Context: an optimization exercise on an open-source flow, tuned for a short achievable clock period and few clock cycles per item. The choices shown serve that exercise and are no tape-out recipe. In this exercise RTL edits were held to simulation tests only and were not proved equivalent to the original. No activity file was given, so power comes from the tool's default toggle rates.

## design/flow/flow/run.sh

```bash
#!/bin/bash
set -euo pipefail
bash standard.sh SETUP_SLACK_MARGIN=7.2 TNS_END_PERCENT=100 \
   ABC_CLOCK_PERIOD_IN_PS=1000 ADDER_MAP_FILE= \
   "SYNTH_KEEP_MODULES=sp_sel32x32 sp_sel32x13 sp_eaunit" finish > standard.log 2>&1
```

## design/flow/constraint.sdc

```tcl
create_clock -name core_clock -period 12.0 [get_ports {clk}]
set_input_delay 2.4000 -clock core_clock [delete_from_list [all_inputs] [get_ports {clk}]]
set_output_delay 2.4000 -clock core_clock [all_outputs]
set_load 0.01 [all_outputs]
```

## design/flow/standard.sh

```bash
#!/bin/bash
# synth_recipe.tcl (not shown) runs the flow's synth.tcl, then flattens the netlist and writes it again
# the make line also repeats each setting of config.mk as NAME=value (left out here)
make -C /OpenROAD-flow-scripts/flow DESIGN_CONFIG=/design/flow/config.mk WORK_HOME=/design/flow/orfs CLKGATE_MAP_FILE= SYNTH_SCRIPT=/design/flow/synth_recipe.tcl "${@:-finish}"
```

## design/flow/config.mk

```make
export PLATFORM = sky130hd
export DESIGN_NAME = sp_multicycle
export DESIGN_NICKNAME = sp_multicycle
export VERILOG_FILES = /design/flow/design.v
export SDC_FILE = /design/flow/constraint.sdc
export NUM_CORES = 4
export LEC_CHECK = 0
export CAP_MARGIN = 20
export CORE_MARGIN = 2
export CORE_UTILIZATION = 40
export SLEW_MARGIN = 20
```

## design/flow/design.v

```verilog
package sp_pkg;
   localparam logic [5:0] OP_R    = 6'd0;
   localparam logic [5:0] OP_ANDI = 6'd1;
   localparam logic [5:0] OP_ORI  = 6'd2;
   localparam logic [5:0] OP_ADDI = 6'd3;
   localparam logic [5:0] OP_SUBI = 6'd4;
   localparam logic [5:0] OP_LW   = 6'd5;
   localparam logic [5:0] OP_SW   = 6'd6;
   localparam logic [5:0] OP_BEQ  = 6'd7;
   localparam logic [5:0] OP_BNE  = 6'd8;
   localparam logic [5:0] OP_LUI  = 6'd9;
   localparam logic [5:0] OP_J    = 6'd10;
   localparam logic [5:0] OP_JAL  = 6'd11;
   localparam logic [5:0] FN_AND = 6'd0;
   localparam logic [5:0] FN_OR  = 6'd1;
   localparam logic [5:0] FN_ADD = 6'd2;
   localparam logic [5:0] FN_SUB = 6'd3;
   localparam logic [5:0] FN_SLT = 6'd4;
   localparam logic [5:0] FN_SLL = 6'd5;
   localparam logic [5:0] FN_NOR = 6'd6;
   localparam logic [5:0] FN_JR  = 6'd7;
endpackage
module sp_add
#(
   parameter int W = 32
) (
   input  logic [W-1:0] a,
   input  logic [W-1:0] b,
   input  logic         cin,
   output logic [W-1:0] s,
   output logic         cout
);
   localparam int LV = $clog2(W);
   logic [W-1:0] g [0:LV];
   logic [W-1:0] p [0:LV];
   logic [W-1:0] x;
   assign x = a ^ b;
   always_comb begin
      g[0] = a & b;
      p[0] = x;
      g[0][0] = (a[0] & b[0]) | (x[0] & cin);
      for (int l = 1; l <= LV; l++) begin
         for (int i = 0; i < W; i++) begin
            if (i >= (1 << (l - 1))) begin
               g[l][i] = g[l-1][i] | (p[l-1][i] & g[l-1][i - (1 << (l - 1))]);
               p[l][i] = p[l-1][i] & p[l-1][i - (1 << (l - 1))];
            end else begin
               g[l][i] = g[l-1][i];
               p[l][i] = p[l-1][i];
            end
         end
      end
   end
   assign s    = x ^ {g[LV][W-2:0], cin};
   assign cout = g[LV][W-1];
endmodule
module sp_alu (
   input  logic [31:0] a,
   input  logic [31:0] b,
   input  logic [4:0]  shamt,
   input  logic        op_and,
   input  logic        op_or,
   input  logic        op_add,
   input  logic        op_sub,
   input  logic        op_slt,
   input  logic        op_sll,
   input  logic        op_nor,
   input  logic        op_passb,
   output logic [31:0] result
);
   logic [31:0] sum;
   logic [31:0] diff;
   logic        c_sum, c_diff;
   logic        lt;
   sp_add #(.W(32)) u_sum  (.a(a), .b(b),  .cin(1'b0), .s(sum),  .cout(c_sum));
   sp_add #(.W(32)) u_diff (.a(a), .b(~b), .cin(1'b1), .s(diff), .cout(c_diff));
   assign lt = (a[31] != b[31]) ? a[31] : diff[31];
   assign result = ({32{op_and}}   & (a & b))
                 | ({32{op_or}}    & (a | b))
                 | ({32{op_add}}   & sum)
                 | ({32{op_sub}}   & diff)
                 | ({32{op_slt}}   & {31'd0, lt})
                 | ({32{op_sll}}   & (a << shamt))
                 | ({32{op_nor}}   & ~(a | b))
                 | ({32{op_passb}} & b);
endmodule
module sp_sel32x32 (
   input  logic [31:0]   sel,
   input  logic [1023:0] d,
   output logic [31:0]   y
);
   always_comb begin
      y = '0;
      for (int i = 0; i < 32; i++) y = y | ({32{sel[i]}} & d[32*i +: 32]);
   end
endmodule
module sp_sel32x13 (
   input  logic [31:0]  sel,
   input  logic [415:0] d,
   output logic [12:0]  y
);
   always_comb begin
      y = '0;
      for (int i = 0; i < 32; i++) y = y | ({13{sel[i]}} & d[13*i +: 13]);
   end
endmodule
module sp_eaunit (
   input  logic [31:0] r,
   input  logic [15:0] imm,
   output logic [11:0] sum,
   output logic        ok
);
   logic       c12;
   logic       h_small;
   logic [4:0] nh5, nh5m, s5;
   sp_add #(.W(12)) u_lo (
      .a    (r[11:0]),
      .b    (imm[11:0]),
      .cin  (1'b0),
      .s    (sum),
      .cout (c12)
   );
   assign h_small = (r[31:16] == '0) || (r[31:16] == '1);
   assign nh5     = -r[16:12];
   assign nh5m    = nh5 - 5'd1;
   assign s5      = {imm[15], imm[15:12]};
   assign ok      = h_small && (c12 ? (s5 == nh5m) : (s5 == nh5));
endmodule
module sp_multicycle
#(
   parameter int DATA_W      = 32,
   parameter int MEM_AW      = 12,
   parameter int MEM_TIMEOUT = 8,
   parameter int R0_ZERO     = 0
) (
   input  logic              clk,
   input  logic              rst_n,
   input  logic              in_valid,
   input  logic [31:0]       inst,
   output logic              out_valid,
   output logic [31:0]       inst_addr,
   output logic              err,
   output logic              mem_req,
   output logic              mem_we,
   output logic [MEM_AW-1:0] mem_addr,
   output logic [DATA_W-1:0] mem_wdata,
   input  logic [DATA_W-1:0] mem_rdata,
   input  logic              mem_ack
);
   logic [31:0] r [0:31];
   logic        busy_q;      
   logic        first_q;     
   logic        req_q;       
   logic [2:0]  cnt_q;       
   logic        ov_q;        
   logic [31:0] pc4_q;
   logic [3:0]  pc_hi_q;
   logic [31:0] a_q;
   logic [31:0] bop_q;
   logic [31:0] wd_q;
   logic [31:0] tgt_q;
   logic        taken_q;
   logic        memop_q;
   logic        eaok_q;
   logic [MEM_AW-1:0] maddr_q;
   logic [4:0]  shamt_q;
   logic        op_and_q, op_or_q, op_add_q, op_sub_q;
   logic        op_slt_q, op_sll_q, op_nor_q, op_passb_q;
   logic        wr_en_q, load_q, store_q;
   logic [31:0] wsel_q;
   logic [5:0]  op, fn;
   logic [15:0] imm;
   logic        is_r, r_alu, r_jr, r_ill;
   logic        d_andi, d_ori, d_addi, d_subi, d_lw, d_sw, d_beq, d_bne;
   logic        d_lui, d_j, d_jal, d_ill, d_mem;
   assign op     = inst[31:26];
   assign fn     = inst[5:0];
   assign imm    = inst[15:0];
   assign is_r   = (op == sp_pkg::OP_R);
   assign r_alu  = is_r && (fn < 6'd7);
   assign r_jr   = is_r && (fn == sp_pkg::FN_JR);
   assign r_ill  = is_r && (fn > 6'd7);
   assign d_andi = (op == sp_pkg::OP_ANDI);
   assign d_ori  = (op == sp_pkg::OP_ORI);
   assign d_addi = (op == sp_pkg::OP_ADDI);
   assign d_subi = (op == sp_pkg::OP_SUBI);
   assign d_lw   = (op == sp_pkg::OP_LW);
   assign d_sw   = (op == sp_pkg::OP_SW);
   assign d_beq  = (op == sp_pkg::OP_BEQ);
   assign d_bne  = (op == sp_pkg::OP_BNE);
   assign d_lui  = (op == sp_pkg::OP_LUI);
   assign d_j    = (op == sp_pkg::OP_J);
   assign d_jal  = (op == sp_pkg::OP_JAL);
   assign d_ill  = r_ill || (op > sp_pkg::OP_JAL);
   assign d_mem  = d_lw || d_sw;
   logic [31:0]   sel_rs, sel_rt;
   logic [1023:0] r_flat;
   logic [31:0]   rd_a, rd_b;
   assign sel_rs = 32'd1 << inst[25:21];
   assign sel_rt = 32'd1 << inst[20:16];
   for (genvar i = 0; i < 32; i++) begin : g_flat
      assign r_flat[32*i +: 32] = r[i];
   end
   sp_sel32x32 u_rd_a (.sel(sel_rs), .d(r_flat), .y(rd_a));
   sp_sel32x32 u_rd_b (.sel(sel_rt), .d(r_flat), .y(rd_b));
   logic [415:0]      ea_flat;
   logic [MEM_AW-1:0] maddr;
   logic              ea_ok;
   for (genvar i = 0; i < 32; i++) begin : g_ea
      sp_eaunit u_ea (
         .r   (r[i]),
         .imm (imm),
         .sum (ea_flat[13*i +: 12]),
         .ok  (ea_flat[13*i + 12])
      );
   end
   sp_sel32x13 u_ea_sel (.sel(sel_rs), .d(ea_flat), .y({ea_ok, maddr}));
   logic        eq;
   logic        taken;
   logic [31:0] br_target;
   logic [31:0] tgt;
   logic [31:0] bop;
   logic [4:0]  wr_idx;
   assign eq        = (rd_a == rd_b);
   assign taken     = r_jr || d_j || d_jal || (d_beq && eq) || (d_bne && !eq);
   assign br_target = pc4_q + {{14{imm[15]}}, imm, 2'b00};
   assign tgt       = r_jr ? rd_a :
                      (d_j || d_jal) ? {pc_hi_q, inst[25:0], 2'b00} : br_target;
   assign bop       = r_alu ? rd_b :
                      d_lui ? {imm, 16'h0000} :
                      d_jal ? pc4_q :
                      (d_addi || d_subi) ? {{16{imm[15]}}, imm} : {16'h0000, imm};
   assign wr_idx    = r_alu ? inst[15:11] : d_jal ? 5'd31 : inst[20:16];
   logic [31:0] alu_res;
   logic [31:0] wr_data;
   logic        wr_go;
   logic        req;
   sp_alu u_alu (
      .a        (a_q),
      .b        (bop_q),
      .shamt    (shamt_q),
      .op_and   (op_and_q),
      .op_or    (op_or_q),
      .op_add   (op_add_q),
      .op_sub   (op_sub_q),
      .op_slt   (op_slt_q),
      .op_sll   (op_sll_q),
      .op_nor   (op_nor_q),
      .op_passb (op_passb_q),
      .result   (alu_res)
   );
   assign req       = (first_q && memop_q && eaok_q) || req_q;
   assign mem_req   = req;
   assign mem_we    = store_q;
   assign mem_addr  = maddr_q;
   assign mem_wdata = wd_q;
   assign out_valid = ov_q || (req && mem_ack);
   assign inst_addr = (taken_q && first_q) ? tgt_q : pc4_q;
   assign wr_data = load_q ? mem_rdata : alu_res;
   assign wr_go   = out_valid && wr_en_q && !err;
   always_ff @(posedge clk or negedge rst_n) begin
      if (!rst_n) begin
         busy_q  <= 1'b0;
         first_q <= 1'b0;
         req_q   <= 1'b0;
         cnt_q   <= '0;
         ov_q    <= 1'b0;
         err     <= 1'b0;
      end else if (!busy_q) begin
         if (in_valid) begin
            busy_q  <= 1'b1;
            first_q <= 1'b1;
            ov_q    <= !d_mem;
            err     <= d_ill;
         end
      end else begin
         first_q <= 1'b0;
         if (ov_q) begin
            ov_q   <= 1'b0;
            err    <= 1'b0;
            busy_q <= 1'b0;
         end else if (first_q) begin
            if (!eaok_q) begin
               ov_q <= 1'b1;
               err  <= 1'b1;
            end else if (mem_ack) begin
               busy_q <= 1'b0;
            end else begin
               req_q <= 1'b1;
               cnt_q <= 3'd1;
            end
         end else if (req_q) begin
            if (mem_ack) begin
               req_q  <= 1'b0;
               busy_q <= 1'b0;
            end else if (cnt_q == 3'(MEM_TIMEOUT - 1)) begin
               req_q <= 1'b0;
               ov_q  <= 1'b1;
               err   <= 1'b1;
            end else begin
               cnt_q <= cnt_q + 3'd1;
            end
         end
      end
   end
   always_ff @(posedge clk) begin
      a_q        <= rd_a;
      bop_q      <= bop;
      tgt_q      <= tgt;
      taken_q    <= taken;
      memop_q    <= d_mem;
      eaok_q     <= ea_ok;
      shamt_q    <= inst[10:6];
      op_and_q   <= (r_alu && fn == sp_pkg::FN_AND) || d_andi;
      op_or_q    <= (r_alu && fn == sp_pkg::FN_OR)  || d_ori;
      op_add_q   <= (r_alu && fn == sp_pkg::FN_ADD) || d_addi;
      op_sub_q   <= (r_alu && fn == sp_pkg::FN_SUB) || d_subi;
      op_slt_q   <= (r_alu && fn == sp_pkg::FN_SLT);
      op_sll_q   <= (r_alu && fn == sp_pkg::FN_SLL);
      op_nor_q   <= (r_alu && fn == sp_pkg::FN_NOR);
      op_passb_q <= d_lui || d_jal;
   end
   always_ff @(posedge clk) begin
      if (!busy_q) begin
         wd_q    <= rd_b;
         maddr_q <= maddr;
         load_q  <= d_lw;
         store_q <= d_sw;
         wr_en_q <= r_alu || d_andi || d_ori || d_addi || d_subi ||
                    d_lui || d_jal || d_lw;
         wsel_q  <= 32'd1 << wr_idx;
      end
   end
   always_ff @(posedge clk or negedge rst_n) begin
      if (!rst_n) begin
         pc4_q   <= 32'd4;
         pc_hi_q <= '0;
      end else if (out_valid) begin
         pc4_q   <= inst_addr + 32'd4;
         pc_hi_q <= inst_addr[31:28];
      end
   end
   always_ff @(posedge clk or negedge rst_n) begin
      if (!rst_n) begin
         for (int i = 0; i < 32; i++) r[i] <= '0;
      end else begin
         for (int i = 0; i < 32; i++)
            if (wr_go && wsel_q[i]) r[i] <= wr_data;
      end
   end
endmodule
```

==> results.sh, run 1 <==
export IMPL_routedWlPerCell_um=36.2
export IMPL_vias=100000
export IMPL_p_leak_nw=42.2
export IMPL_routed_wl_um=519000
export IMPL_ys_seq_area_share_pct=33.4
export IMPL_rr_endpoint="r[9][30]"
export IMPL_syn_avg_cell_area_um2=8.52
export IMPL_critPathLaunch="inst[0]"
export IMPL_rsz0062_at_grt="true"
export IMPL_pwr_density_cell_nw_per_um2=257
export IMPL_dpl_hpwl_um=341000
export IMPL_multi_input_area_um2=61000
export IMPL_grt_max_degree=161
export IMPL_syn_inst=11000
export IMPL_grt_ovfl_total=0
export IMPL_period_share_pct=45.0
export IMPL_dieArea_um2=238000
export IMPL_clockRootBuffer="clkbuf_16"
export IMPL_clock_path_buffers=3
export IMPL_relSlewSlack_pct=14.5
export IMPL_nFillCells=21900
export IMPL_die_height_um=488
export IMPL_final_nets=11100
export IMPL_async_flop_share_pct=84.8
export IMPL_dp_cells=13700
export IMPL_ir_worst_vdd_v=0.000147
export IMPL_cp_end_kind="register"
export IMPL_finalPower_mw=28.6
export IMPL_yosys_area_share_adder_pct=2.47
export IMPL_drc=0
export IMPL_grt_pass1_vias=91400
export IMPL_ctsHtreeMaxLevel=4
export IMPL_cts_num_sinks=1259
export IMPL_ys_ff_latch=1259
export IMPL_grt_usage_pct=41.7
export IMPL_cp_max_fo=8
export IMPL_coreArea_um2=233000
export IMPL_drt_iter0_markers=16200
export IMPL_worst_slew_pin_slew_ns=1.28
export IMPL_ctsHoldBuffers=0
export IMPL_ant_nets=0
export IMPL_r2r_setup_slack_ns=7.14
export IMPL_stdcell_count=14300
export IMPL_synth_edf_count=79
export IMPL_grt_pass1_wl_um=713000
export IMPL_synth_top_family_by_area="compound AO/OA/AOI/OAI gates"
export IMPL_cap_violations=0
export IMPL_required_ns=12.59
export IMPL_rows=177
export IMPL_status="timing/DRC/antenna clean"
export IMPL_gp_congestion=1.08
export IMPL_slew_violations=0
export IMPL_critPathCapture="maddr_q[10]"
export IMPL_clock_latency_ns=0.88
export IMPL_drive_gt1_share_pct=17.3
export IMPL_antenna_found_initial=64
export IMPL_synth_compound_area_share_pct=26.6
export IMPL_drt_pass1_iterations=14
export IMPL_hold_viol=0
export IMPL_setup_violations=0
export IMPL_die_width_um=488
export IMPL_synthMuxAreaShare_pct=4.57
export IMPL_area_growth_pct=18.7
export IMPL_hold_depth=2
export IMPL_ys_flop_type="dfrtp_1"
export IMPL_worstHoldPathType="reg2reg"
export IMPL_synth_cell_types=106
export IMPL_synthSimpleGateAreaFrac_pct=19.2
export IMPL_io_pins=148
export IMPL_synth_net_count=11100
export IMPL_viasPerCell=7.01
export IMPL_r2r_start="a_q[11]"
export IMPL_reg2reg_depth=13
export IMPL_initial_utilization_pct=40.3
export IMPL_fin_setup_tns_ns=0
export IMPL_cts_buffers_inserted=157
export IMPL_synth_area_um2=93700
export IMPL_yosys_warnings=11
export IMPL_worstSetupPathType="in2reg"
export IMPL_port_buffer_count=147
export IMPL_min_period_ns=5.40
export IMPL_cp_arrival_ns=5.99
export IMPL_cts_tree="done"
export IMPL_max_freq_mhz=185
export IMPL_path_clk_slew_ns=0.06
export IMPL_synth_xor_area_share_pct=9.12
export IMPL_ff_latch_area_um2=31400
export IMPL_start_kind="primary input"
export IMPL_fin_worst_skew_ns=0.0651
stage by stage:
stage | setup WS, ns | hold slack [ns] | cell area (µm²) | utilization, %
2_1_floorplan | 6.73 | 0.442 | 94200 | -
3_3_place_gp | 3.92 | 0.453 | 98000 | 42.1
3_5_place_dp | 4.09 | 0.465 | 98000 | 42.1
4_1_cts | 6.65 | 0.470 | 109000 | 46.9
5_1_grt | 6.65 | 0.508 | 111000 | 47.8
6_report | 6.60 | 0.475 | 111000 | 47.8
flip-flops by register name, indices dropped and copies added, names as in the netlist, 3 cells and up:
signal and flops:
a_q 32, r 1024, wsel_q 32, pc4_q 32, wd_q 32, bop_q 32, tgt_q 32, pc_hi_q 4
shamt_q 5, cnt_q 3, maddr_q 12
Yosys cell counts (33+ instances only):
cell / instances / area, µm²
and2_1: 41 / 257
nand2_1: 1763 / 6620
o2bb2a_1: 33 / 330
nor4_1: 182 / 1140
clkbuf_1: 523 / 1960
a211o_1: 41 / 359
dfrtp_1: 1067 / 26700
a31o_2: 36 / 315
dfxtp_1: 112 / 2240
a211oi_1: 82 / 616
nor3b_1: 39 / 293
buf_2: 236 / 1180
maj3_1: 122 / 1220
a21o_1: 41 / 308
o31ai_1: 94 / 706
or2_2: 49 / 307
a311oi_1: 34 / 298
nor4b_1: 35 / 307
buf_6: 38 / 428
xor2_1: 326 / 2860
a22oi_1: 1271 / 9540
mux2i_1: 71 / 711
xnor2_1: 648 / 5680
a21oi_1: 393 / 1970
o22ai_1: 85 / 532
nor2b_1: 99 / 619
nor3_1: 57 / 285
nor2_1: 633 / 2380
edfxtp_1: 79 / 2370
maj3_2: 97 / 1090
nand2b_1: 96 / 601
o311ai_0: 66 / 578
o211ai_1: 184 / 1380
o21ai_0: 597 / 2990
inv_1: 154 / 578
nand4_1: 489 / 3060
a31oi_1: 117 / 732
nand3_1: 79 / 395
mux2_2: 235 / 2650
or4_1: 115 / 863
a2bb2o_1: 64 / 641
placed cells by master (no fill, tap or decap), types with 42 or more instances in the layout:
cell type,n
maj3_1,105
a31oi_1,99
nor2_2,46
nor2b_1,97
or2_2,46
clkbuf_16,180
clkdlybuf4s50_1,85
nor4_1,175
buf_16,43
o211ai_1,184
mux2i_1,55
o21ai_0,588
o311ai_0,42
o31ai_1,89
or4_4,60
a211oi_1,81
a21oi_1,379
buf_4,327
or4_1,55
bufbuf_16,44
nor3_1,56
dfxtp_1,99
xnor2_1,640
o22ai_1,79
nor2_1,548
buf_6,55
dfrtp_1,1066
a22oi_1,1203
nand3_1,62
a2bb2o_1,58
nand2_1,1738
xor2_1,308
buf_12,58
mux2_2,234
nand2b_1,92
edfxtp_1,79
a22oi_2,69
inv_1,148
nand4_1,489
maj3_2,114
critical path: stages:
cell	delay, ns
clkbuf_16	0.19
buf_12	0.16
a21oi_2	0.20
o311a_4	0.25
o31ai_4	0.09
maj3_2	0.37
maj3_2	0.34
maj3_2	0.32
xnor2_1	0.14
a22oi_2	0.23
nand4_1	0.59
or4_1	0.67
modules after synthesis, one instance, submodules excluded:
module         copies in the design  flip-flops and latches  cell area (µm²)
sp_multicycle                     1                    1259            55700
sp_sel32x13                       1                       0             2200
sp_sel32x32                       2                       0             5380
sp_eaunit                        32                       0              783
where the power goes:
| part | switching [mW] | internal [mW] |
|---|---|---|
| sequential | 4.30 | 6.16 |
| clock | 2.22 | 2.97 |
| combinational | 7.72 | 5.22 |
kinds of logic after synthesis:
kind of cell	after synthesis
XOR/XNOR	975
multiplexers	357
adder cells (fa/ha/maj)	219
buffers and inverters	984
flip-flops	1259
AO/OA/AOI/OAI	3415
AND/OR/NAND/NOR	3794
area by class of cell:
class                      instances  share of cell area, %
timing repair buffer             684                   7.82
clock inverter                    72                  0.913
tap                             3132                   3.52
sequential                      1259                   28.2
multi-input combinational       8765                   54.9
timing repair inverter             2                 0.0157
inverter                         157                  0.543
clock buffer                     219                   4.09
antenna                           22                 0.0495
routing by layer:
layer,GRT usage [%],vias up,wire length (µm)
met3,14.3,1786,69800
met5,0,-,306
li1,-,41300,-
met2,59.5,7510,210000
met1,53.9,49700,197000
met4,25.6,42,41400
worst min-delay path by stage:
stage	from	end	slack [ns]
after CTS	tgt_q[0]	pc4_q[0]	0.47
final	tgt_q[0]	pc4_q[0]	0.48
after global routing	tgt_q[1]	pc4_q[1]	0.51
after global placement	tgt_q[1]	pc4_q[1]	0.45
after floorplan	tgt_q[0]	pc4_q[0]	0.44
after detailed placement	tgt_q[0]	pc4_q[0]	0.47
timing repair:
action,CTS,global route
pin swaps,161,128
gates cloned,76,14
setup buffers,146,100
setup endpoints to repair,360,299
gates resized for setup,596,228
Testbench counts, summed over its fixed seeds: cycles 26,834, instrs 12,000.
==> run 2, diff against run 1 <==
--- a/design/flow/design.v
+++ b/design/flow/design.v
@@ -95,14 +95,4 @@
    end
 endmodule
-module sp_sel32x13 (
-   input  logic [31:0]  sel,
-   input  logic [415:0] d,
-   output logic [12:0]  y
-);
-   always_comb begin
-      y = '0;
-      for (int i = 0; i < 32; i++) y = y | ({13{sel[i]}} & d[13*i +: 13]);
-   end
-endmodule
 module sp_eaunit (
    input  logic [31:0] r,
@@ -204,16 +194,12 @@
    sp_sel32x32 u_rd_a (.sel(sel_rs), .d(r_flat), .y(rd_a));
    sp_sel32x32 u_rd_b (.sel(sel_rt), .d(r_flat), .y(rd_b));
-   logic [415:0]      ea_flat;
    logic [MEM_AW-1:0] maddr;
    logic              ea_ok;
-   for (genvar i = 0; i < 32; i++) begin : g_ea
-      sp_eaunit u_ea (
-         .r   (r[i]),
-         .imm (imm),
-         .sum (ea_flat[13*i +: 12]),
-         .ok  (ea_flat[13*i + 12])
-      );
-   end
-   sp_sel32x13 u_ea_sel (.sel(sel_rs), .d(ea_flat), .y({ea_ok, maddr}));
+   sp_eaunit u_ea (
+      .r   (rd_a),
+      .imm (imm),
+      .sum (maddr),
+      .ok  (ea_ok)
+   );
    logic        eq;
    logic        taken;
==> design/flow/flow/run.sh (replaced) <==
#!/bin/bash
set -euo pipefail
bash standard.sh SETUP_SLACK_MARGIN=7.2 TNS_END_PERCENT=100 \
   ABC_CLOCK_PERIOD_IN_PS=1000 ADDER_MAP_FILE= \
   "SYNTH_KEEP_MODULES=sp_sel32x32 sp_eaunit" finish > standard.log 2>&1
==> run 2 against run 1 <==
Compared with the run above:
- first-iteration DRC count is 37% lower
- utilization decreased by 0.50 points
- synthesized cell count down 33%
- critical endpoint unchanged
- largest power group is now registers
==> results.sh, run 2 <==
export IMPL_status="timing/DRC/antenna clean"
export IMPL_largest_register_ffs=1024
export IMPL_clockRootBuffer="clkbuf_16"
export IMPL_yosys_warnings=9
export IMPL_ys_top_cells_by_area="dfrtp_1 40%, a22oi_1 12%, nand2_1 8.5%"
export IMPL_die_width_um=414
export IMPL_cp_end_kind="register"
export IMPL_rsz0062_at_grt="true"
export IMPL_initial_utilization_pct=40.3
export IMPL_synthTopCellsByCount="1515 x nand2_1, 1067 x dfrtp_1, 1032 x a22oi_1"
export IMPL_r2r_setup_slack_ns=7.29
export IMPL_required_ns=12.56
export IMPL_ir_worst_vdd_v=0.000108
export IMPL_period_share_pct=46.5
export IMPL_min_from="tgt_q[0]"
export IMPL_dpl_worst_slack_ns=4.31
export IMPL_synth_edf_count=79
export IMPL_cp_cell_sequence="buf_12 -> or2_4 -> buf_6 -> nor2_4 -> buf_12 -> a22oi_2 -> nand4_1 -> or4_4 -> a22oi_2 -> o2bb2a_4 -> o31ai_4 -> maj3_2 -> maj3_2 -> maj3_2 -> xnor2_1"
export IMPL_rr_endpoint="r[30][28]"
export IMPL_cts_num_sinks=1259
export IMPL_r2r_start="a_q[0]"
export IMPL_die_height_um=414
export IMPL_ys_seq_area_share_pct=46.6
export IMPL_synth_most_common_cell="nand2_1"
export IMPL_max_stage_delay_ns=0.78
export IMPL_cts_tree="done"
export IMPL_cts_buffers_inserted=145
export IMPL_reg2reg_depth=11
export IMPL_clock_path_buffers=3
export IMPL_slew_violations=0
export IMPL_start_kind="primary input"
export IMPL_relSlewSlack_pct=18.6
export IMPL_ant_nets=0
export IMPL_syn_inst=7412
export IMPL_gp_congestion=1.01
export IMPL_routed_wl_um=303000
export IMPL_cp_max_fo=7
export IMPL_antenna_found_initial=16
export IMPL_dp_cells=9280
export IMPL_area_growth_pct=17.5
export IMPL_final_cell_mix="1492 x nand2_1, 1066 x dfrtp_1, 1010 x a22oi_1"
export IMPL_finalPower_mw=19.6
export IMPL_setup_ws_ns=6.42
export IMPL_max_freq_mhz=179
export IMPL_routedWlPerCell_um=31.2
export IMPL_fin_setup_tns_ns=0
export IMPL_min_period_ns=5.58
export IMPL_drt_iter0_markers=10100
export IMPL_ctsHoldBuffers=0
export IMPL_worstHoldPathType="reg2reg"
export IMPL_final_util_pct=47.3
export IMPL_ys_flop_type="dfrtp_1"
export IMPL_critPathCapture="maddr_q[10]"
export IMPL_regMostFlops="r"
export IMPL_hold_viol=0
export IMPL_vias=63600
export IMPL_coreArea_um2=167000
export IMPL_clock_latency_ns=0.81
export IMPL_async_flop_share_pct=84.8
export IMPL_drt_pass1_iterations=10
export IMPL_p_leak_nw=32.7
export IMPL_rows=150
export IMPL_ctsHtreeMaxLevel=4
export IMPL_viasPerCell=6.53
export IMPL_path_clk_slew_ns=0.06
export IMPL_ys_ff_latch=1259
export IMPL_critPathLaunch="inst[22]"
export IMPL_synth_top_area_share_pct=39.7
export IMPL_layout_commonest_cell="nand2_1"
export IMPL_drive_gt1_share_pct=16.4
export IMPL_yosysTopAreaCell="dfrtp_1"
export IMPL_synth_net_count=7480
export IMPL_slowest_stage="or4_4"
export IMPL_cp_arrival_ns=6.14
export IMPL_worst_slew_pin_slew_ns=1.22
export IMPL_synth_area_um2=67300
export IMPL_worstSetupPathType="in2reg"
export IMPL_port_buffer_count=147
export IMPL_pwr_density_cell_nw_per_um2=248
export IMPL_worst_path_most_repeated_cell="maj3_2"
export IMPL_final_nets=7465
export IMPL_grt_pass1_wl_um=433000
export IMPL_syn_avg_cell_area_um2=9.07
export IMPL_stdcell_count=9729
export IMPL_setup_violations=0
export IMPL_grt_usage_pct=34.2
export IMPL_grt_max_degree=178
export IMPL_synth_cell_types=105
export IMPL_grt_ovfl_total=0
export IMPL_grt_pass1_vias=60200
export IMPL_fin_worst_skew_ns=0.0420
export IMPL_drc=0
export IMPL_dieArea_um2=171000
export IMPL_cap_violations=0
export IMPL_io_pins=148
export IMPL_dpl_hpwl_um=195000
run 2: power breakdown:
part,internal (mW),leakage [nW],switching (mW)
sequential,6.22,15.4,2.02
clock,2.74,2.43,1.91
combinational,2.55,14.9,4.16
run 2: how the worst min path moves through the flow:
stage / end / cells after the start
after floorplan: pc4_q[0] / 2
after global placement: pc4_q[1] / 2
after detailed placement: pc4_q[0] / 2
after CTS: pc4_q[0] / 2
after global routing: r[25][5] / 2
final: pc4_q[0] / 2
run 2: critical path: cells and delay by family:
kind                       cells  cell delay (ns)
AOI/OAI and AO/OA              4             0.66
buffers and inverters          3             0.42
adders and majority gates      3             0.96
and+or+nand+nor                4             1.50
xor gates and xnor gates       1             0.13
run 2: kinds of logic after synthesis:
logic type               Yosys count  synth area share, %
XOR/XNOR                         200                 2.62
flip-flops                      1259                 46.6
adder cells (fa/ha/maj)           64                0.960
AND/OR/NAND/NOR                 2582                 17.0
buffers and inverters            766                 4.80
AO/OA/AOI/OAI                   2184                 21.7
multiplexers                     357                 6.36
run 2: layout make-up:
cell class,instances,area [µm²]
Clock inverter,43,529
Fill cell,15700,88000
Clock buffer,222,4440
Sequential cell,1259,31300
Timing Repair Buffer,504,5020
Tap cell,2204,2760
Multi-Input combinational cell,5390,34500
Timing Repair inverter,2,32.5
Inverter,95,384
Antenna cell,10,25.0
run 2: per-module statistics from Yosys (local to each module, per instance):
module	flip-flops and latches	times used	cell area [µm²]
sp_multicycle	1259	1	55700
sp_sel32x32	0	2	5380
sp_eaunit	0	1	783
run 2: routing by layer:
| metal | vias up | part of all wire (%) | track usage (%) |
|---|---|---|---|
| li1 | 26900 | - | - |
| met1 | 31200 | 38 | 43.9 |
| met2 | 4399 | 43 | 51.3 |
| met3 | 1043 | 12 | 9.49 |
| met4 | 10 | 7.2 | 20.4 |
| met5 | - | 0.022 | 0 |
run 2: stage by stage:
step,hold WS (ns),area (µm²)
finish,0.474,79000
global route,0.515,79000
CTS,0.474,78200
detailed placement,0.466,70900
global placement,0.454,70900
floorplan,0.442,67500
run 2: what timing repair did:
action,in CTS,in global routing
resized for setup,376,73
cloned,14,4
pin swaps,83,42
setup endpoints to repair,211,255
setup buffers,112,43
hold endpoints to repair,0,0
Testbench counts of run 2, summed over its fixed seeds: cycles 26,834, instrs 12,000.
==> run 3, diff against run 2 <==
--- a/design/flow/design.v
+++ b/design/flow/design.v
@@ -90,9 +90,46 @@
    output logic [31:0]   y
 );
-   always_comb begin
-      y = '0;
-      for (int i = 0; i < 32; i++) y = y | ({32{sel[i]}} & d[32*i +: 32]);
+   for (genvar k = 0; k < 32; k++) begin : g_bit
+      logic [15:0] t1;    
+      logic [3:0]  t2;    
+      logic [1:0]  t3;    
+      for (genvar j = 0; j < 16; j++) begin : g_t1
+         sp_aoi22 u (.a1(sel[2*j]), .a2(d[32*(2*j) + k]),
+                     .b1(sel[2*j+1]), .b2(d[32*(2*j+1) + k]), .y(t1[j]));
+      end
+      for (genvar m = 0; m < 4; m++) begin : g_t2
+         sp_nand4 u (.a(t1[4*m]), .b(t1[4*m+1]), .c(t1[4*m+2]), .d(t1[4*m+3]),
+                     .y(t2[m]));
+      end
+      for (genvar n = 0; n < 2; n++) begin : g_t3
+         sp_nor2 u (.a(t2[2*n]), .b(t2[2*n+1]), .y(t3[n]));
+      end
+      sp_nand2 u_y (.a(t3[0]), .b(t3[1]), .y(y[k]));
    end
 endmodule
+module sp_aoi22 (
+   input  logic a1, a2, b1, b2,
+   output logic y
+);
+   assign y = ~((a1 & a2) | (b1 & b2));
+endmodule
+module sp_nand4 (
+   input  logic a, b, c, d,
+   output logic y
+);
+   assign y = ~(a & b & c & d);
+endmodule
+module sp_nor2 (
+   input  logic a, b,
+   output logic y
+);
+   assign y = ~(a | b);
+endmodule
+module sp_nand2 (
+   input  logic a, b,
+   output logic y
+);
+   assign y = ~(a & b);
+endmodule
 module sp_eaunit (
    input  logic [31:0] r,
@@ -104,8 +141,7 @@
    logic       h_small;
    logic [4:0] nh5, nh5m, s5;
-   sp_add #(.W(12)) u_lo (
+   sp_add12 u_lo (
       .a    (r[11:0]),
       .b    (imm[11:0]),
-      .cin  (1'b0),
       .s    (sum),
       .cout (c12)
@@ -117,4 +153,52 @@
    assign ok      = h_small && (c12 ? (s5 == nh5m) : (s5 == nh5));
 endmodule
+module sp_add12 (
+   input  logic [11:0] a,
+   input  logic [11:0] b,
+   output logic [11:0] s,
+   output logic        cout
+);
+   logic [11:0] g [0:4];
+   logic [11:0] p [0:4];
+   for (genvar i = 0; i < 12; i++) begin : g_l0
+      sp_and2 u_g (.a(a[i]), .b(b[i]), .y(g[0][i]));
+      sp_xor2 u_p (.a(a[i]), .b(b[i]), .y(p[0][i]));
+   end
+   for (genvar l = 1; l <= 4; l++) begin : g_lv
+      for (genvar i = 0; i < 12; i++) begin : g_b
+         if (i >= (1 << (l - 1))) begin : g_op
+            sp_ao21 u_g (.a(g[l-1][i]), .b(p[l-1][i]), .c(g[l-1][i - (1 << (l - 1))]),
+                         .y(g[l][i]));
+            sp_and2 u_p (.a(p[l-1][i]), .b(p[l-1][i - (1 << (l - 1))]), .y(p[l][i]));
+         end else begin : g_pass
+            assign g[l][i] = g[l-1][i];
+            assign p[l][i] = p[l-1][i];
+         end
+      end
+   end
+   assign s[0] = p[0][0];
+   for (genvar i = 1; i < 12; i++) begin : g_s
+      sp_xor2 u_s (.a(p[0][i]), .b(g[4][i-1]), .y(s[i]));
+   end
+   assign cout = g[4][11];
+endmodule
+module sp_ao21 (
+   input  logic a, b, c,
+   output logic y
+);
+   assign y = a | (b & c);
+endmodule
+module sp_and2 (
+   input  logic a, b,
+   output logic y
+);
+   assign y = a & b;
+endmodule
+module sp_xor2 (
+   input  logic a, b,
+   output logic y
+);
+   assign y = a ^ b;
+endmodule
 module sp_multicycle
 #(
@@ -241,8 +325,10 @@
    assign mem_addr  = maddr_q;
    assign mem_wdata = wd_q;
-   assign out_valid = ov_q || (req && mem_ack);
+   logic retire;
+   sp_ao21 u_ov (.a(ov_q), .b(req), .c(mem_ack), .y(out_valid));
+   assign retire = ov_q || (req && mem_ack);
    assign inst_addr = (taken_q && first_q) ? tgt_q : pc4_q;
    assign wr_data = load_q ? mem_rdata : alu_res;
-   assign wr_go   = out_valid && wr_en_q && !err;
+   assign wr_go   = retire && wr_en_q && !err;
    always_ff @(posedge clk or negedge rst_n) begin
       if (!rst_n) begin
@@ -322,5 +408,5 @@
          pc4_q   <= 32'd4;
          pc_hi_q <= '0;
-      end else if (out_valid) begin
+      end else if (retire) begin
          pc4_q   <= inst_addr + 32'd4;
          pc_hi_q <= inst_addr[31:28];
==> design/flow/flow/run.sh (replaced) <==
#!/bin/bash
set -euo pipefail
bash standard.sh SETUP_SLACK_MARGIN=7.2 TNS_END_PERCENT=100 \
   ABC_CLOCK_PERIOD_IN_PS=1000 ADDER_MAP_FILE= \
   "SYNTH_KEEP_MODULES=sp_eaunit sp_aoi22 sp_nand4 sp_nor2 sp_nand2 sp_ao21 sp_and2 sp_xor2" \
   PRE_IO_PLACEMENT_TCL="$PWD/flow/io.tcl" finish > standard.log 2>&1
==> design/flow/flow/io.tcl (new file) <==
# Keep the memory acknowledge input next to the out_valid output: a load or
# store retires in its ack cycle, through one gate from mem_ack to out_valid.
set_io_pin_constraint -group -order -pin_names {mem_ack out_valid}
==> run 3 against run 2 <==
Compared with the run above:
- clock power shrank 4%
- hold slack better by 0.00077 ns
- fmax rose by 5.7%
- clock-buffer cell count is 2 lower
- sequential share of layout area fell by 1.8 points
- design area increased by 4.8%
- non-clock buffer count down 86
- critical path type unchanged
- largest cell class unchanged
==> results.sh, run 3 <==
export IMPL_synth_top_area_share_pct=37.8
export IMPL_cp_max_fo=32
export IMPL_synth_most_common_cell="nand2_1"
export IMPL_pwr_density_cell_nw_per_um2=238
export IMPL_yosys_warnings=10
export IMPL_syn_avg_cell_area_um2=10.0
export IMPL_slew_violations=0
export IMPL_vias=61200
export IMPL_synth_edf_count=79
export IMPL_syn_inst=7047
export IMPL_relSlewSlack_pct=22.9
export IMPL_min_period_ns=5.28
export IMPL_synth_net_count=7115
export IMPL_clock_path_buffers=3
export IMPL_path_clk_slew_ns=0.06
export IMPL_max_freq_mhz=190
export IMPL_reg2reg_depth=11
export IMPL_max_stage_delay_ns=0.40
export IMPL_clockRootBuffer="clkbuf_16"
export IMPL_fin_worst_skew_ns=0.0484
export IMPL_p_leak_nw=31.9
export IMPL_port_buffer_count=147
export IMPL_final_cell_mix="1073 x nand2_1, 1066 x dfrtp_1, 1024 x a22oi_2"
export IMPL_ys_flop_type="dfrtp_1"
export IMPL_async_flop_share_pct=84.8
export IMPL_worst_path_most_repeated_cell="a21o_1"
export IMPL_critical_path_top_delay_family="simple AND/OR/NAND/NOR gates"
export IMPL_clock_latency_ns=0.80
export IMPL_cp_arrival_ns=5.97
export IMPL_synth_cell_types=100
export IMPL_ctsHtreeMaxLevel=4
export IMPL_period_share_pct=44.0
export IMPL_start_kind="primary input"
export IMPL_min_to="pc4_q[0]"
export IMPL_setup_violations=0
export IMPL_ctsHoldBuffers=0
export IMPL_rows=154
export IMPL_die_width_um=424
export IMPL_cap_violations=0
export IMPL_initial_utilization_pct=40.2
export IMPL_hold_depth=2
export IMPL_regMostFlops="r"
export IMPL_synth_area_um2=70700
export IMPL_worstHoldPathType="reg2reg"
export IMPL_status="timing/DRC/antenna clean"
export IMPL_grt_usage_pct=31.1
export IMPL_r2r_setup_slack_ns=7.35
export IMPL_die_height_um=424
export IMPL_grt_max_degree=156
export IMPL_viasPerCell=6.39
export IMPL_layout_commonest_cell="nand2_1"
export IMPL_cp_cell_sequence="buf_6 -> nand3b_1 -> buf_12 -> nor2_4 -> buf_12 -> a22oi_2 -> nand4_1 -> nor2_4 -> nand2_4 -> and2_1 -> a21o_1 -> a21o_1 -> a21o_1 -> or3_4 -> nand3_1 -> o211ai_1 -> a221oi_2"
export IMPL_synthTopCellsByCount="1166 x nand2_1, 1067 x dfrtp_1, 1024 x a22oi_2"
export IMPL_yosysTopAreaCell="dfrtp_1"
export IMPL_required_ns=12.69
export IMPL_ys_ff_latch=1259
export IMPL_drt_pass1_iterations=8
export IMPL_antenna_found_initial=13
export IMPL_drive_gt1_share_pct=30.9
export IMPL_worstSetupPathType="in2reg"
export IMPL_dieArea_um2=180000
export IMPL_cp_end_kind="register"
export IMPL_min_from="tgt_q[0]"
export IMPL_r2r_start="a_q[12]"
export IMPL_gp_congestion=1.02
export IMPL_largest_register_ffs=1024
export IMPL_cts_num_sinks=1259
export IMPL_slowest_stage="nand4_1"
export IMPL_area_growth_pct=17.2
export IMPL_drt_iter0_markers=7066
export IMPL_dpl_hpwl_um=185000
export IMPL_hold_viol=0
export IMPL_grt_pass1_wl_um=414000
export IMPL_grt_pass1_vias=58300
export IMPL_coreArea_um2=176000
export IMPL_drc=0
export IMPL_ys_seq_area_share_pct=44.4
export IMPL_routedWlPerCell_um=30.2
export IMPL_nFillCells=16200
export IMPL_final_area_um2=82800
export IMPL_cp_buffers_inverters=3
export IMPL_hold_slack_ns=0.475
export IMPL_ant_nets=0
export IMPL_ir_worst_vdd_v=0.000149
export IMPL_cts_tree="done"
export IMPL_ys_top_cells_by_area="dfrtp_1 38%, a22oi_2 18%, nand2_1 6.2%"
export IMPL_rr_endpoint="r[7][31]"
export IMPL_place_area_um2=75400
export IMPL_worst_slew_pin_slew_ns=1.16
export IMPL_finalPower_mw=19.7
export IMPL_io_pins=148
export IMPL_cts_buffers_inserted=143
export IMPL_final_nets=7187
export IMPL_grt_ovfl_total=0
export IMPL_rsz0062_at_grt="true"
export IMPL_fin_setup_tns_ns=0
export IMPL_routed_wl_um=290000
run 3: what timing repair did:
action | 4_1_cts | 5_1_grt
resized for setup | 456 | 124
gates cloned | 5 | 6
buffers inserted | 73 | 25
pin swaps | 38 | 51
setup endpoints to repair | 191 | 116
endpoints found under the hold margin | 0 | 0
run 3: cell type report:
| class | count | area [µm²] | share of cell area (%) |
|---|---|---|---|
| sequential | 1259 | 31400 | 37.9 |
| inverter | 76 | 287 | 0.346 |
| antenna | 14 | 35.0 | 0.0423 |
| multi-input combinational | 5221 | 39000 | 47.1 |
| timing repair buffer | 418 | 4420 | 5.34 |
| clock buffer | 220 | 4370 | 5.28 |
| tap | 2340 | 2930 | 3.54 |
| clock inverter | 33 | 402 | 0.485 |
run 3: routing by layer:
| metal | up-vias | share of wire [%] | track usage (%) |
|---|---|---|---|
| li1 | 26300 | - | - |
| met1 | 30800 | 41 | 42.4 |
| met2 | 3362 | 43 | 46.0 |
| met3 | 794 | 9.8 | 7.68 |
| met4 | 2 | 5.8 | 15.7 |
| met5 | - | 0.0035 | 0 |
run 3: through the flow:
step | setup WS, ns | util [%] | instances
floorplan | 6.28 | - | 7047
global placement | 4.78 | 42.9 | 9203
detailed placement | 4.77 | 42.9 | 9203
CTS | 6.79 | 46.7 | 9534
global route | 6.71 | 47.1 | 9569
finish | 6.72 | 47.1 | 9581
run 3: worst max path at each step:
stage,from,to,slack (ns),depth (start not counted)
2_1_floorplan,inst[24],eaok_q,6.28,15
3_3_place_gp,inst[22],eaok_q,4.78,16
3_5_place_dp,inst[22],eaok_q,4.77,16
4_1_cts,mem_ack,out_valid,6.79,3
5_1_grt,inst[23],eaok_q,6.71,19
6_report,inst[21],eaok_q,6.72,17
run 3: logic make-up after synthesis:
family	count (synthesis)	synth area share, %
AOI/OAI and AO/OA	2432	29.6
xor gates and xnor gates	203	2.56
adders and majority gates	47	0.680
buffers and inverters	571	3.16
DFF	1259	44.4
muxes	364	6.01
and+or+nand+nor	2171	13.6
run 3: worst min-delay path: stages, from the launching register on:
cell     delay, ns
dfxtp_1       0.30
nand2_1       0.07
a31oi_1       0.07
run 3: modules after synthesis, one instance, submodules excluded:
module,cells inside,flops+latches,area (µm²),times used
sp_eaunit,28,0,200,1
sp_nand4,1,0,6.26,256
sp_nor2,1,0,3.75,128
sp_ao21,1,0,7.51,34
sp_multicycle,5456,1259,54600,1
sp_and2,1,0,6.26,34
sp_aoi22,1,0,12.5,1024
sp_xor2,1,0,8.76,23
sp_nand2,1,0,3.75,64
run 3: power breakdown:
part,internal (mW),leakage (nW),switching [mW]
clock,2.62,2.34,1.86
sequential,6.18,15.4,2.38
combinational,2.53,14.1,4.14
total,11.3,31.9,8.37
Testbench counts of run 3, summed over its fixed seeds: cycles 26,834, instrs 12,000.
==> run 4, diff against run 3 <==
--- a/design/flow/design.v
+++ b/design/flow/design.v
@@ -141,4 +141,5 @@
    logic       h_small;
    logic [4:0] nh5, nh5m, s5;
+   logic       m0, m1;
    sp_add12 u_lo (
       .a    (r[11:0]),
@@ -151,5 +152,7 @@
    assign nh5m    = nh5 - 5'd1;
    assign s5      = {imm[15], imm[15:12]};
-   assign ok      = h_small && (c12 ? (s5 == nh5m) : (s5 == nh5));
+   assign m0      = (s5 == nh5);
+   assign m1      = (s5 == nh5m);
+   sp_mxa u_ok (.h(h_small), .s(c12), .a(m1), .b(m0), .y(ok));
 endmodule
 module sp_add12 (
@@ -201,4 +204,10 @@
    assign y = a ^ b;
 endmodule
+module sp_mxa (
+   input  logic h, s, a, b,
+   output logic y
+);
+   assign y = h & (s ? a : b);
+endmodule
 module sp_multicycle
 #(
==> design/flow/flow/run.sh (replaced) <==
#!/bin/bash
set -euo pipefail
bash standard.sh SETUP_SLACK_MARGIN=7.2 TNS_END_PERCENT=100 \
   ABC_CLOCK_PERIOD_IN_PS=1000 ADDER_MAP_FILE= \
   "SYNTH_KEEP_MODULES=sp_eaunit sp_aoi22 sp_nand4 sp_nor2 sp_nand2 sp_ao21 sp_and2 sp_xor2 sp_mxa" \
   PRE_IO_PLACEMENT_TCL="$PWD/flow/io.tcl" finish > standard.log 2>&1
==> run 4 against run 3 <==
Compared with the run above:
- fmax grew 2.0%
- design area grew 0.59%
- wire length grew 2.1%
- utilization grew 0.23 points
- worst setup slack gained 0.11 ns
- critical endpoint is now out_valid
- critical path type is now in2out
- global-route usage grew 0.40 points
==> results.sh, run 4 <==
export IMPL_hold_viol=0
export IMPL_cts_num_sinks=1259
export IMPL_max_freq_mhz=193
export IMPL_ys_top_cells_by_area="dfrtp_1 38%, a22oi_2 18%, nand2_1 6.2%"
export IMPL_synth_area_um2=70700
export IMPL_yosys_area_share_adder_pct=0.680
export IMPL_rows=154
export IMPL_cts_tree="done"
export IMPL_routedWlPerCell_um=30.6
export IMPL_drt_iter0_markers=7671
export IMPL_ys_seq_area_share_pct=44.3
export IMPL_synth_most_common_cell="nand2_1"
export IMPL_grt_max_degree=171
export IMPL_die_width_um=424
export IMPL_slowest_stage="a21o_1"
export IMPL_max_stage_delay_ns=0.15
export IMPL_async_flop_share_pct=84.8
export IMPL_worstHoldPathType="reg2reg"
export IMPL_fin_worst_skew_ns=0.0435
export IMPL_drc=0
export IMPL_dpl_worst_slack_ns=4.74
export IMPL_fin_setup_tns_ns=0
export IMPL_start_kind="primary input"
export IMPL_place_area_um2=75400
export IMPL_status="timing/DRC/antenna clean"
export IMPL_ant_nets=0
export IMPL_required_ns=9.60
export IMPL_dpl_hpwl_um=187000
export IMPL_finalPower_mw=19.7
export IMPL_final_area_um2=83300
export IMPL_relSlewSlack_pct=28.8
export IMPL_grt_ovfl_total=0
export IMPL_ir_worst_vdd_v=0.000149
export IMPL_setup_violations=0
export IMPL_ctsHoldBuffers=0
export IMPL_synthTopCellsByCount="1166 x nand2_1, 1067 x dfrtp_1, 1025 x a22oi_2"
export IMPL_nFillCells=16100
export IMPL_port_buffer_count=147
export IMPL_critical_path_top_delay_family="buffers and inverters"
export IMPL_cp_max_fo=2
export IMPL_largest_register_ffs=1024
export IMPL_yosysTopAreaCell="dfrtp_1"
export IMPL_clock_latency_ns=0.80
export IMPL_regMostFlops="r"
export IMPL_synth_compound_area_share_pct=29.6
export IMPL_cp_arrival_ns=2.77
export IMPL_vias=61700
export IMPL_slew_violations=0
export IMPL_syn_avg_cell_area_um2=10.0
export IMPL_syn_inst=7051
export IMPL_cp_buffers_inverters=2
export IMPL_synth_edf_count=79
export IMPL_final_nets=7260
export IMPL_hold_slack_ns=0.487
export IMPL_layout_commonest_cell="nand2_1"
export IMPL_grt_pass1_wl_um=419000
export IMPL_cap_violations=0
export IMPL_drive_gt1_share_pct=31.3
export IMPL_ys_flop_type="dfrtp_1"
export IMPL_ys_ff_latch=1259
export IMPL_final_util_pct=47.4
export IMPL_antenna_found_initial=16
export IMPL_coreArea_um2=176000
export IMPL_min_period_ns=5.17
export IMPL_path_clk_slew_ns=0.06
export IMPL_io_pins=148
export IMPL_area_growth_pct=17.9
export IMPL_rsz0062_at_grt="true"
export IMPL_yosys_warnings=10
export IMPL_clock_path_buffers=3
export IMPL_clockRootBuffer="clkbuf_16"
export IMPL_ctsHtreeMaxLevel=4
export IMPL_synthSimpleGateAreaFrac_pct=13.7
export IMPL_p_leak_nw=32.3
export IMPL_pwr_density_cell_nw_per_um2=236
export IMPL_period_share_pct=43.1
export IMPL_cts_buffers_inserted=143
export IMPL_dp_cells=9214
export IMPL_stdcell_count=9658
export IMPL_cp_end_kind="output port"
export IMPL_synthMuxAreaShare_pct=5.99
export IMPL_grt_usage_pct=31.5
export IMPL_drt_pass1_iterations=6
export IMPL_setup_ws_ns=6.83
export IMPL_final_cell_mix="1086 x nand2_1, 1066 x dfrtp_1, 1025 x a22oi_2"
export IMPL_initial_utilization_pct=40.2
export IMPL_die_height_um=424
export IMPL_worst_slew_pin_slew_ns=1.06
export IMPL_grt_pass1_vias=58000
export IMPL_synth_net_count=7119
export IMPL_synth_xor_area_share_pct=2.57
export IMPL_synth_top_family_by_area="compound AO/OA/AOI/OAI gates"
export IMPL_dieArea_um2=180000
export IMPL_viasPerCell=6.39
export IMPL_routed_wl_um=296000
export IMPL_synth_cell_types=101
export IMPL_cp_cell_sequence="buf_8 -> a21o_1 -> buf_6"
export IMPL_worstSetupPathType="in2out"
export IMPL_gp_congestion=0.997
export IMPL_synth_top_area_share_pct=37.8
[run 4: cells by family (layout without fill, tap and decap cells)]
group                    count (synthesis)  in the layout
AO/OA/AOI/OAI                         2432           2433
XOR/XNOR                               204            204
adder cells (fa/ha/maj)                 47             47
buffers and inverters                  571            826
flip-flops                            1259           1259
multiplexers                           363            363
other                                    0              9
AND/OR/NAND/NOR                       2175           2177
[run 4: layout make-up]
cell class | instances | area [µm²] | share of cell area, %
diodes | 9 | 22.5 | 0.0270
flip-flops and latches | 1259 | 31400 | 37.6
repair buffers | 488 | 4860 | 5.84
well taps | 2340 | 2930 | 3.51
clock buffers | 198 | 4160 | 5.00
multi-input cells | 5224 | 39000 | 46.8
inverters | 76 | 287 | 0.344
clock inverters | 64 | 681 | 0.817
[run 4: path summary, 6_finish.rpt]
kind,startpoint,to,slack (ns),cells after the start
max,mem_ack,out_valid,6.83,3
max in group asynchronous,rst_n,first_q,7.82,3
min,tgt_q[0],pc4_q[0],0.49,2
min reg2reg,tgt_q[0],pc4_q[0],0.49,2
min in group asynchronous,rst_n,r[24][8],1.67,1
max reg2reg,a_q[0],r[5][29],7.39,12
[run 4: layer usage]
metal | track usage, % | up-vias | routed length (µm)
li1 | - | 26400 | -
met1 | 42.7 | 31200 | 121000
met2 | 46.6 | 3367 | 128000
met3 | 7.47 | 787 | 28400
met4 | 16.9 | 2 | 18200
met5 | 0 | - | 11
[run 4: power by group]
group	switching [mW]	internal, mW	total, mW	leakage, nW
registers	2.32	6.15	8.47	15.5
logic	4.14	2.52	6.66	14.5
clock network	1.91	2.64	4.55	2.40
[run 4: worst reg2reg max path, stage by stage, from the launching register on]
cell and delay [ns]:
dfxtp_1 0.69, a21oi_1 0.29, a221oi_2 0.53, a21oi_2 0.22
o41ai_4 0.59, a211o_1 0.35, a21oi_1 0.22, o21ba_2 0.32
xnor2_1 0.13, nand2_1 0.53, a2bb2oi_4 0.13, buf_12 0.19
mux2_2 0.33
[run 4: Yosys stat by module, one instance, submodules excluded, excerpt]
module / times used / area [µm²]
sp_mxa: 1 / 16.3
sp_eaunit: 1 / 214
sp_aoi22: 1024 / 12.5
sp_nand4: 256 / 6.26
sp_nand2: 64 / 3.75
sp_ao21: 34 / 7.51
sp_and2: 34 / 6.26
[run 4: repair_timing]
action                     in CTS  in global routing
buffers inserted               82                 78
resized for setup             348                135
setup endpoints to repair     207                 86
cloned                          4                  9
pin swaps                      53                 63
Testbench counts of run 4, summed over its fixed seeds: cycles 26,834, instrs 12,000.
==> run 5, diff against run 4 <==
--- a/design/flow/design.v
+++ b/design/flow/design.v
@@ -210,4 +210,10 @@
    assign y = h & (s ? a : b);
 endmodule
+module sp_mxo (
+   input  logic j, s, a, b,
+   output logic y
+);
+   assign y = j | (s ? a : b);
+endmodule
 module sp_multicycle
 #(
@@ -301,6 +307,24 @@
    logic [31:0] bop;
    logic [4:0]  wr_idx;
-   assign eq        = (rd_a == rd_b);
-   assign taken     = r_jr || d_j || d_jal || (d_beq && eq) || (d_bne && !eq);
+   logic [31:0] ex;
+   logic [15:0] e1;     
+   logic [3:0]  e2;     
+   logic [1:0]  e3;     
+   logic        ne;
+   for (genvar k = 0; k < 32; k++) begin : g_ex
+      sp_xor2 u (.a(rd_a[k]), .b(rd_b[k]), .y(ex[k]));
+   end
+   for (genvar j = 0; j < 16; j++) begin : g_e1
+      sp_nor2 u (.a(ex[2*j]), .b(ex[2*j+1]), .y(e1[j]));
+   end
+   for (genvar m = 0; m < 4; m++) begin : g_e2
+      sp_nand4 u (.a(e1[4*m]), .b(e1[4*m+1]), .c(e1[4*m+2]), .d(e1[4*m+3]), .y(e2[m]));
+   end
+   for (genvar n = 0; n < 2; n++) begin : g_e3
+      sp_nor2 u (.a(e2[2*n]), .b(e2[2*n+1]), .y(e3[n]));
+   end
+   sp_nand2 u_ne (.a(e3[0]), .b(e3[1]), .y(ne));
+   assign eq = !ne;
+   sp_mxo u_taken (.j(r_jr || d_j || d_jal), .s(ne), .a(d_bne), .b(d_beq), .y(taken));
    assign br_target = pc4_q + {{14{imm[15]}}, imm, 2'b00};
    assign tgt       = r_jr ? rd_a :
==> design/flow/flow/run.sh (replaced) <==
#!/bin/bash
set -euo pipefail
bash standard.sh SETUP_SLACK_MARGIN=7.2 TNS_END_PERCENT=100 \
   ABC_CLOCK_PERIOD_IN_PS=1000 ADDER_MAP_FILE= \
   "SYNTH_KEEP_MODULES=sp_eaunit sp_aoi22 sp_nand4 sp_nor2 sp_nand2 sp_ao21 sp_and2 sp_xor2 sp_mxa sp_mxo" \
   PRE_IO_PLACEMENT_TCL="$PWD/flow/io.tcl" finish > standard.log 2>&1
==> run 5 against run 4 <==
Compared with the run above:
- still clean
- sequential cell count is the same
- clock power increased by 3%
- utilization grew 0.11 points
- wire length rose by 7.7%
- non-clock buffer count grew 25
- cell count is 5.5% higher
- critical path depth unchanged
- synthesized area grew 4.1%
- design area grew 4.2%
- critical endpoint unchanged
- clock-buffer cell count did not move
==> results.sh, run 5 <==
export IMPL_drc=0
export IMPL_place_area_um2=78700
export IMPL_viasPerCell=6.54
export IMPL_max_stage_delay_ns=0.14
export IMPL_dieArea_um2=187000
export IMPL_clock_path_buffers=3
export IMPL_setup_violations=0
export IMPL_drive_gt1_share_pct=30.5
export IMPL_path_clk_slew_ns=0.07
export IMPL_ys_flop_type="dfrtp_1"
export IMPL_ir_worst_vdd_v=0.000172
export IMPL_yosys_area_share_adder_pct=0.721
export IMPL_synth_net_count=7545
export IMPL_ff_latch_area_um2=31400
export IMPL_worstSetupPathType="in2out"
export IMPL_start_kind="primary input"
export IMPL_finalPower_mw=20.1
export IMPL_ys_top_cells_by_area="dfrtp_1 36%, a22oi_2 17%, nand2_1 6.6%"
export IMPL_multi_input_area_um2=41700
export IMPL_worstHoldPathType="reg2reg"
export IMPL_ant_nets=0
export IMPL_ctsHtreeMaxLevel=4
export IMPL_grt_max_degree=167
export IMPL_cp_cell_sequence="buf_8 -> a21o_1 -> buf_2"
export IMPL_synthTopCellsByCount="1299 x nand2_1, 1067 x dfrtp_1, 1025 x a22oi_2"
export IMPL_rr_endpoint="r[10][22]"
export IMPL_die_width_um=433
export IMPL_synth_xor_area_share_pct=2.23
export IMPL_routed_wl_um=319000
export IMPL_regMostFlops="r"
export IMPL_fin_worst_skew_ns=0.0346
export IMPL_worst_slew_pin_slew_ns=1.21
export IMPL_synth_most_common_cell="nand2_1"
export IMPL_reg2reg_depth=11
export IMPL_coreArea_um2=183000
export IMPL_drt_pass1_iterations=7
export IMPL_final_area_um2=86800
export IMPL_status="timing/DRC/antenna clean"
export IMPL_relSlewSlack_pct=19.4
export IMPL_largest_register_ffs=1024
export IMPL_pwr_density_cell_nw_per_um2=231
export IMPL_r2r_setup_slack_ns=7.33
export IMPL_fin_setup_tns_ns=0
export IMPL_clockRootBuffer="clkbuf_16"
export IMPL_ys_seq_area_share_pct=42.6
export IMPL_final_cell_mix="1245 x nand2_1, 1066 x dfrtp_1, 1026 x a22oi_2"
export IMPL_final_nets=7667
export IMPL_critPathCapture="out_valid"
export IMPL_area_growth_pct=17.9
export IMPL_synth_cell_types=99
export IMPL_cts_tree="done"
export IMPL_critPathLaunch="mem_ack"
export IMPL_required_ns=9.60
export IMPL_period_share_pct=43.0
export IMPL_rows=157
export IMPL_io_pins=148
export IMPL_grt_pass1_wl_um=447000
export IMPL_yosys_warnings=10
export IMPL_cap_violations=0
export IMPL_cp_max_fo=2
export IMPL_port_buffer_count=147
export IMPL_cp_arrival_ns=2.76
export IMPL_synth_compound_area_share_pct=27.9
export IMPL_grt_usage_pct=32.4
export IMPL_die_height_um=433
export IMPL_cp_end_kind="output port"
export IMPL_cts_num_sinks=1259
export IMPL_r2r_start="a_q[16]"
export IMPL_grt_ovfl_total=0
export IMPL_vias=66600
export IMPL_nFillCells=16900
export IMPL_initial_utilization_pct=40.2
export IMPL_synthMuxAreaShare_pct=7.68
export IMPL_grt_pass1_vias=63000
export IMPL_max_freq_mhz=194
export IMPL_ys_ff_latch=1259
export IMPL_cts_buffers_inserted=143
export IMPL_ctsHoldBuffers=0
export IMPL_synth_top_family_by_area="compound AO/OA/AOI/OAI gates"
export IMPL_synth_area_um2=73600
export IMPL_syn_avg_cell_area_um2=9.84
export IMPL_antenna_found_initial=10
export IMPL_slew_violations=0
export IMPL_clock_latency_ns=0.80
export IMPL_synthSimpleGateAreaFrac_pct=15.6
export IMPL_routedWlPerCell_um=31.3
export IMPL_synth_top_area_share_pct=36.3
export IMPL_drt_iter0_markers=8716
export IMPL_synth_edf_count=79
export IMPL_layout_commonest_cell="nand2_1"
export IMPL_yosysTopAreaCell="dfrtp_1"
export IMPL_min_period_ns=5.16
export IMPL_hold_viol=0
export IMPL_dpl_hpwl_um=200000
export IMPL_p_leak_nw=33.8
export IMPL_syn_inst=7477
export IMPL_async_flop_share_pct=84.8
export IMPL_rsz0062_at_grt="true"
export IMPL_gp_congestion=1.03
export IMPL_slowest_stage="a21o_1"
==> run 5: per-module statistics from Yosys (local to each module, per instance) <==
module | cells inside | flip-flops and latches | copies in the design | cell area, µm²
sp_multicycle | 5825 | 1259 | 1 | 57200
sp_eaunit | 30 | 0 | 1 | 214
sp_mxa | 2 | 0 | 1 | 16.3
sp_mxo | 2 | 0 | 1 | 15.0
sp_aoi22 | 1 | 0 | 1024 | 12.5
sp_xor2 | 1 | 0 | 55 | 8.76
sp_ao21 | 1 | 0 | 34 | 7.51
sp_and2 | 1 | 0 | 34 | 6.26
sp_nand4 | 1 | 0 | 260 | 6.26
sp_nand2 | 1 | 0 | 65 | 3.75
sp_nor2 | 1 | 0 | 146 | 3.75
==> run 5: kinds of logic (layout without fill, tap and decap cells) <==
| family | Yosys count | in the layout |
|---|---|---|
| AO/OA/AOI/OAI | 2287 | 2287 |
| XOR/XNOR | 187 | 187 |
| adder cells (fa/ha/maj) | 53 | 53 |
| buffers and inverters | 626 | 865 |
| flip-flops | 1259 | 1259 |
| multiplexers | 472 | 472 |
| other | 0 | 7 |
| AND/OR/NAND/NOR | 2593 | 2594 |
==> run 5: worst min path at each step <==
stage / endpoint / depth (start not counted) / from
finish: pc4_q[1] / 2 / tgt_q[1]
global route: pc4_q[0] / 2 / tgt_q[0]
CTS: pc4_q[1] / 2 / tgt_q[1]
detailed placement: pc4_q[1] / 2 / tgt_q[1]
global placement: pc4_q[1] / 2 / tgt_q[1]
floorplan: pc4_q[0] / 2 / tgt_q[0]
==> run 5: report_power, final <==
| part | switching [mW] | total (mW) | internal [mW] |
|---|---|---|---|
| sequential | 2.33 | 8.48 | 6.15 |
| combinational | 4.30 | 6.91 | 2.62 |
| clock | 1.93 | 4.67 | 2.74 |
| total | 8.55 | 20.1 | 11.5 |
==> run 5: area by class of cell <==
| type | count | share of cell area (%) |
|---|---|---|
| Timing Repair Buffer | 513 | 6.13 |
| Inverter | 89 | 0.386 |
| Sequential cell | 1259 | 36.1 |
| Tap cell | 2464 | 3.55 |
| Clock buffer | 198 | 4.77 |
| Clock inverter | 65 | 0.960 |
| Antenna cell | 7 | 0.0202 |
| Multi-Input combinational cell | 5593 | 48.1 |
==> run 5: worst max-delay path, delay by kind of cell <==
family / cells / cell delay, ns
AOI/OAI and AO/OA: 1 / 0.14
buffers and inverters: 2 / 0.22
==> run 5: metrics by stage <==
step	setup WS (ns)	cells	util, %	hold WS [ns]
6_report	6.84	10200	47.5	0.477
5_1_grt	6.82	10200	47.5	0.488
4_1_cts	6.81	10100	46.6	0.473
3_5_place_dp	5.01	9773	43.0	0.461
3_3_place_gp	5.01	9773	43.0	0.454
2_1_floorplan	6.74	7477	-	0.442
==> run 5: routing by layer <==
metal,global-route usage (%),part of all wire (%)
met5,0.572,0.058
met1,42.9,39
met4,17.9,6.3
met3,8.41,11
met2,48.1,43
==> run 5: repair_timing <==
item | 4_1_cts | 5_1_grt
setup endpoints to repair | 275 | 181
buffers inserted | 49 | 77
gates cloned | 3 | 15
pin swaps | 31 | 59
gates resized for setup | 367 | 170
Testbench counts of run 5, summed over its fixed seeds: cycles 26,834, instrs 12,000.

[separate check: timing with driven ports]
How much do the figures lean on ideal ports? The routed layouts below were timed once more, with nothing changed but the port constraints.
Step 1 sets driving cells, clkbuf_16 on the clock port and buf_2 on the other inputs (assumed; they add their load-dependent delay and slew).
Step 2 moves the port delays by t, midway between the first and last clock arrival at a register: inputs arrive t later, outputs are due t later. That takes back most of the time a late clock gives input paths.
a / b / c = no drivers / after step 1 / after step 2; a / b = the first two.
run | shift t [ns] | setup WS [ns] | worst hold slack (ns)
run 1 | 0.966 | 6.599 / 6.360 / 5.395 | 0.475 / 0.475 / 0.475
run 2 | 0.880 | 6.423 / 6.395 / 5.515 | 0.474 / 0.474 / 0.474
run 3 | 0.868 | 6.725 / 6.723 / 5.855 | 0.475 / 0.475 / 0.475
run 4 | 0.872 | 6.830 / 6.766 / 5.951 | 0.487 / 0.487 / 0.487
run 5 | 0.867 | 6.838 / 6.796 / 6.211 | 0.477 / 0.477 / 0.477
After both steps setup and hold are still met in every run listed. The setup slack of run 1, which loses most, moves by -0.239 ns with the drivers and by -1.204 ns with both steps.
